This is an optimization exercise on Yosys and OpenROAD, whose aim is small area, a short achievable clock period and few clock cycles, not a production implementation.
At most, simulation tests tie the RTL to the original design; equivalence was not proved.
Power is estimated from default activity; no workload was simulated.

== willow ==
## cpu_idle_power_mode_controller
module cpu_idle_power_mode_controller (
  input  wire logic        clk,
  input  wire logic        rst,
  input  wire logic        req_valid,
  output logic             req_ready,
  input  wire logic [1:0]  req_cmd,
  input  wire logic [2:0]  req_cpu,
  input  wire logic [31:0] req_base_index,
  input  wire logic [15:0] req_sleep_length,
  input  wire logic        req_cancel,
  input  wire logic [1:0]  req_mode_type,
  input  wire logic        req_system_refused,
  output logic             rsp_valid,
  input  wire logic        rsp_ready,
  output logic [31:0]      rsp_result_index,
  output logic [3:0]       rsp_entered_modes,
  output logic [3:0]       rsp_exited_modes,
  output logic [7:0]       rsp_wake_cpus,
  output logic             rsp_core_off,
  output logic             rsp_core_on,
  output logic             rsp_cluster_off,
  output logic             rsp_cluster_on,
  output logic [1:0]       rsp_cluster_number,
  output logic             rsp_system_enter,
  output logic             rsp_system_exit,
  output logic             rsp_exit_cancelled,
  input  wire logic        cfg_valid,
  output logic             cfg_ready,
  input  wire logic [2:0]  cfg_index,
  input  wire logic [63:0] cfg_data
);
For scale: roughly 1600 cells after synthesis, roughly 560 flip-flops.
Settings: LEC_CHECK=0, CAP_MARGIN=20, CORE_MARGIN=2, CORE_UTILIZATION=65, CTS_BUF_LIST=sky130_fd_sc_hd__clkbuf_8, CTS_CLUSTER_DIAMETER=60, CTS_CLUSTER_SIZE=20, SETUP_SLACK_MARGIN=3.0, SLEW_MARGIN=70; clock period 5.5 ns.
standard.sh (not shown) runs the stock make flow with config.mk's settings and CLKGATE_MAP_FILE= SYNTH_SCRIPT=/design/flow/synth_recipe.tcl, a recipe that flattens the netlist after the stock synthesis.
==> flow/flow/run.sh <==
#!/bin/bash
# Layout flow: the standard flow, with the port buffers of buffer_ports made from
# sky130_fd_sc_hd__buf_1 instead of the cell buffer_ports picks by itself. The synthesis is the
# standard one, unchanged. Each step's full output goes to a log of its own in this folder.
set -euo pipefail
bash standard.sh synth > synth.log 2>&1
export BUFFER_PORTS_ARGS="-buffer_cell sky130_fd_sc_hd__buf_1"
bash standard.sh floorplan > floorplan.log 2>&1
bash standard.sh place > place.log 2>&1
bash standard.sh cts > cts.log 2>&1
bash standard.sh route > route.log 2>&1
bash standard.sh finish > finish.log 2>&1
Testbench counts of willow, summed over its fixed seeds: cycles 21,366.
Here is what was changed in the inputs of cedar compared with willow.
Settings: CORE_UTILIZATION: 65 -> 60.
Notes after the runs:
Relative to willow, setup slack of the worst register-to-register path decreased by 0.09 ns in cedar. As of cedar, area taken by multi-input logic gates had risen by a few percent compared to willow. [diff] cell area, cedar relative to willow: regression. For the buffer count from post-CTS setup fixing, cedar came in 11 higher than willow did. First-iteration DRC count: cedar vs willow down 188. cedar vs willow — half-perimeter wire length after placement climbed by a few percent. Final worst setup slack: cedar vs willow down 0.020 ns. cedar vs. willow: signed area change from the synthesized netlist to the final layout went up by 2.8 points; site row count went up by about 4.3%; share of power burned in combinational logic went up by 0.8 points.
--- input diff cedar..delta ---
Settings: changing CTS_CLUSTER_SIZE from 20 to 16; changing CTS_CLUSTER_DIAMETER from 60 to 50; changing CORE_UTILIZATION from 60 to 65.
--- outcome ---
- Synthesized area: delta vs cedar identical
- No run among delta and cedar stopped early or left any final violation; all are clean.
- Between delta and cedar, the fmax is lower for cedar.
- The number of buffers other than clock buffers in the final layout in cedar is 1.06 times that in delta.
- Power of the clock network (delta over cedar): increase, 14%
- [compare] base=cedar new=delta: die area shows a reduction of about 7.5%, count of cells resized by post-cts repair shows a reduction of about 36%.
diff inputs: delta => ember
Settings: SETUP_SLACK_MARGIN now 3.1, was 3.0; CTS_CLUSTER_DIAMETER now 80, was 50; CTS_CLUSTER_SIZE now 25, was 16; CTS_BUF_LIST no longer set, was sky130_fd_sc_hd__clkbuf_8.
Findings:
ember completed; timing, DRC and antenna clean
Between ember and delta, the placed wire-length estimate is lower for delta.
Per the comparison of ember with delta, total routing resource utilization after global routing saw an increase; share of post-route cells with drive strength above 1 higher; clock period minus final worst setup slack has remained practically unchanged.
--- input diff ember..maple ---
Settings: SETUP_SLACK_MARGIN: 3.1 -> 3.0.
### Flow results
No stage failed in maple, and the final checks on the layout all came back clean. Between maple and ember, it is maple whose timing-limited maximum frequency is lower, by 4.9 MHz. In maple, the number of filler instances in the final layout came out 5.8% above the value in ember. Compared with ember, in maple chip width closely matched the old numbers, total number of vias decreased by 1.6% relative to the old numbers. Comparing maple and ember, the higher wire length is on ember. [compare] base=ember new=maple: multiplexer fraction of the synthesized cell area level, power per cell area moved up.

---

cpu_idle_power_mode_controller, a different RTL version from the one above (not shown whole).
For scale: ~1600 cells after synthesis, ~580 flip-flops, roughly 190 I/O pins, about 24000 µm² of cells after synthesis.
export LEC_CHECK = 0
export CAP_MARGIN = 50
export CORE_MARGIN = 2
export CORE_UTILIZATION = 65
export CTS_CLUSTER_DIAMETER = 80
export CTS_CLUSTER_SIZE = 25
export SETUP_SLACK_MARGIN = 3.0
export SLEW_MARGIN = 70
create_clock -name core_clock -period 5.5 [get_ports {clk}]
Scripts as last shown in full above: flow/flow/run.sh
Change:
Settings changed: CAP_MARGIN 50 to 20.
Effect:
- cell area stays the same
- utilization does not change
- via count stays the same
- final cell count does not change
Change:
Settings changed: SLEW_MARGIN 70 to 20.
The new run produced a clean layout.
Clock-buffer cell count is lower by 1.
Wire length is about the same.
Fmax fell by a few percent.
Worst setup slack got worse by 0.072 ns.
No run of this note included a check of the RTL's function; only the layout flow was run.

---

Another version of the RTL of cpu_idle_power_mode_controller (not shown whole).
Size: roughly 190 I/O pins, about 24000 µm² of cells after synthesis.
## cpu_idle_power_mode_controller
module cpu_idle_power_mode_controller (
  input  wire logic        clk,
  input  wire logic        rst,
  input  wire logic        req_valid,
  output logic             req_ready,
  input  wire logic [1:0]  req_cmd,
  input  wire logic [2:0]  req_cpu,
  input  wire logic [31:0] req_base_index,
  input  wire logic [15:0] req_sleep_length,
  input  wire logic        req_cancel,
  input  wire logic [1:0]  req_mode_type,
  input  wire logic        req_system_refused,
  output logic             rsp_valid,
  input  wire logic        rsp_ready,
  output logic [31:0]      rsp_result_index,
  output logic [3:0]       rsp_entered_modes,
  output logic [3:0]       rsp_exited_modes,
  output logic [7:0]       rsp_wake_cpus,
  output logic             rsp_core_off,
  output logic             rsp_core_on,
  output logic             rsp_cluster_off,
  output logic             rsp_cluster_on,
  output logic [1:0]       rsp_cluster_number,
  output logic             rsp_system_enter,
  output logic             rsp_system_exit,
  output logic             rsp_exit_cancelled,
  input  wire logic        cfg_valid,
  output logic             cfg_ready,
  input  wire logic [2:0]  cfg_index,
  input  wire logic [63:0] cfg_data
);
==> flow/config.mk <==
export PLATFORM = sky130hd
export DESIGN_NAME = cpu_idle_power_mode_controller
export DESIGN_NICKNAME = cpu_idle_power_mode_controller
export VERILOG_FILES = /design/flow/design.v
export SDC_FILE = /design/flow/constraint.sdc
export NUM_CORES = 4
export LEC_CHECK = 0
export CAP_MARGIN = 20
export CORE_MARGIN = 2
export CORE_UTILIZATION = 65
export CTS_CLUSTER_DIAMETER = 80
export CTS_CLUSTER_SIZE = 25
export SETUP_SLACK_MARGIN = 3.2
export SLEW_MARGIN = 20
==> flow/constraint.sdc <==
create_clock -name core_clock -period 5.5 [get_ports {clk}]
set_input_delay 1.1000 -clock core_clock [delete_from_list [all_inputs] [get_ports {clk}]]
set_output_delay 1.1000 -clock core_clock [all_outputs]
set_load 0.01 [all_outputs]
Scripts as last shown in full above: flow/flow/run.sh
Testbench counts at the start, summed over its fixed seeds: cycles 21,366.
Rerun with:
--- a/flow/config.mk
+++ b/flow/config.mk
@@ -8,7 +8,7 @@
 export CAP_MARGIN = 20
 export CORE_MARGIN = 2
-export CORE_UTILIZATION = 65
+export CORE_UTILIZATION = 55
 export CTS_CLUSTER_DIAMETER = 80
 export CTS_CLUSTER_SIZE = 25
-export SETUP_SLACK_MARGIN = 3.2
+export SETUP_SLACK_MARGIN = 2.8
 export SLEW_MARGIN = 20
Clock-buffer cell count came out lower by 2.
Power came out higher by about 3.7%.
Clock skew stays flat.
First-iteration DRC count came out lower by 23%.

[afterwards: timing with drivers on the ports]
The flow's constraints put no driver on any port. The routed layouts listed below were extracted and timed again, unchanged, in two steps. Step 1: set_driving_cell puts a clkbuf_16 on clk and a buf_2 on each other input, an assumption about the parent block. Step 2 moves the port delays by t, midway between the first and last clock arrival at a register: inputs arrive t later, outputs are due t later. That takes back most of the time a late clock gives input paths. Slacks: ideal / step 1 / step 2; pairs: ideal / step 1.
run | shift t [ns] | slack for setup (ns) | hold WS [ns] | worst data-port slew with drivers (ns)
willow | 0.665 | 2.923 / 2.863 / 2.318 | 0.425 / 0.425 / 0.425 | 0.06
cedar | 0.686 | 2.903 / 2.854 / 2.242 | 0.429 / 0.429 / 0.429 | 0.06
delta | 0.712 | 2.941 / 2.881 / 2.330 | 0.425 / 0.425 / 0.425 | 0.06
ember | 0.646 | 2.943 / 2.881 / 2.332 | 0.429 / 0.429 / 0.429 | 0.07
maple | 0.653 | 2.910 / 2.850 / 2.275 | 0.425 / 0.425 / 0.425 | 0.08
the first run of note 2 | 0.654 | 2.921 / 2.868 / 2.301 | 0.335 / 0.335 / 0.335 | 0.08
the second run of note 2 | 0.654 | 2.921 / 2.868 / 2.301 | 0.335 / 0.335 / 0.335 | 0.08
the third run of note 2 | 0.645 | 2.849 / 2.865 / 2.235 | 0.334 / 0.334 / 0.334 | 0.07
the first run of note 3 | 0.656 | 2.917 / 2.851 / 2.410 | 0.338 / 0.338 / 0.338 | 0.06
the second run of note 3 | 0.625 | 2.825 / 2.800 / 2.243 | 0.332 / 0.332 / 0.332 | 0.07
After both steps every run listed still meets setup and hold. The setup slack of cedar, which loses most, moves by -0.049 ns with the drivers and by -0.661 ns with both steps.
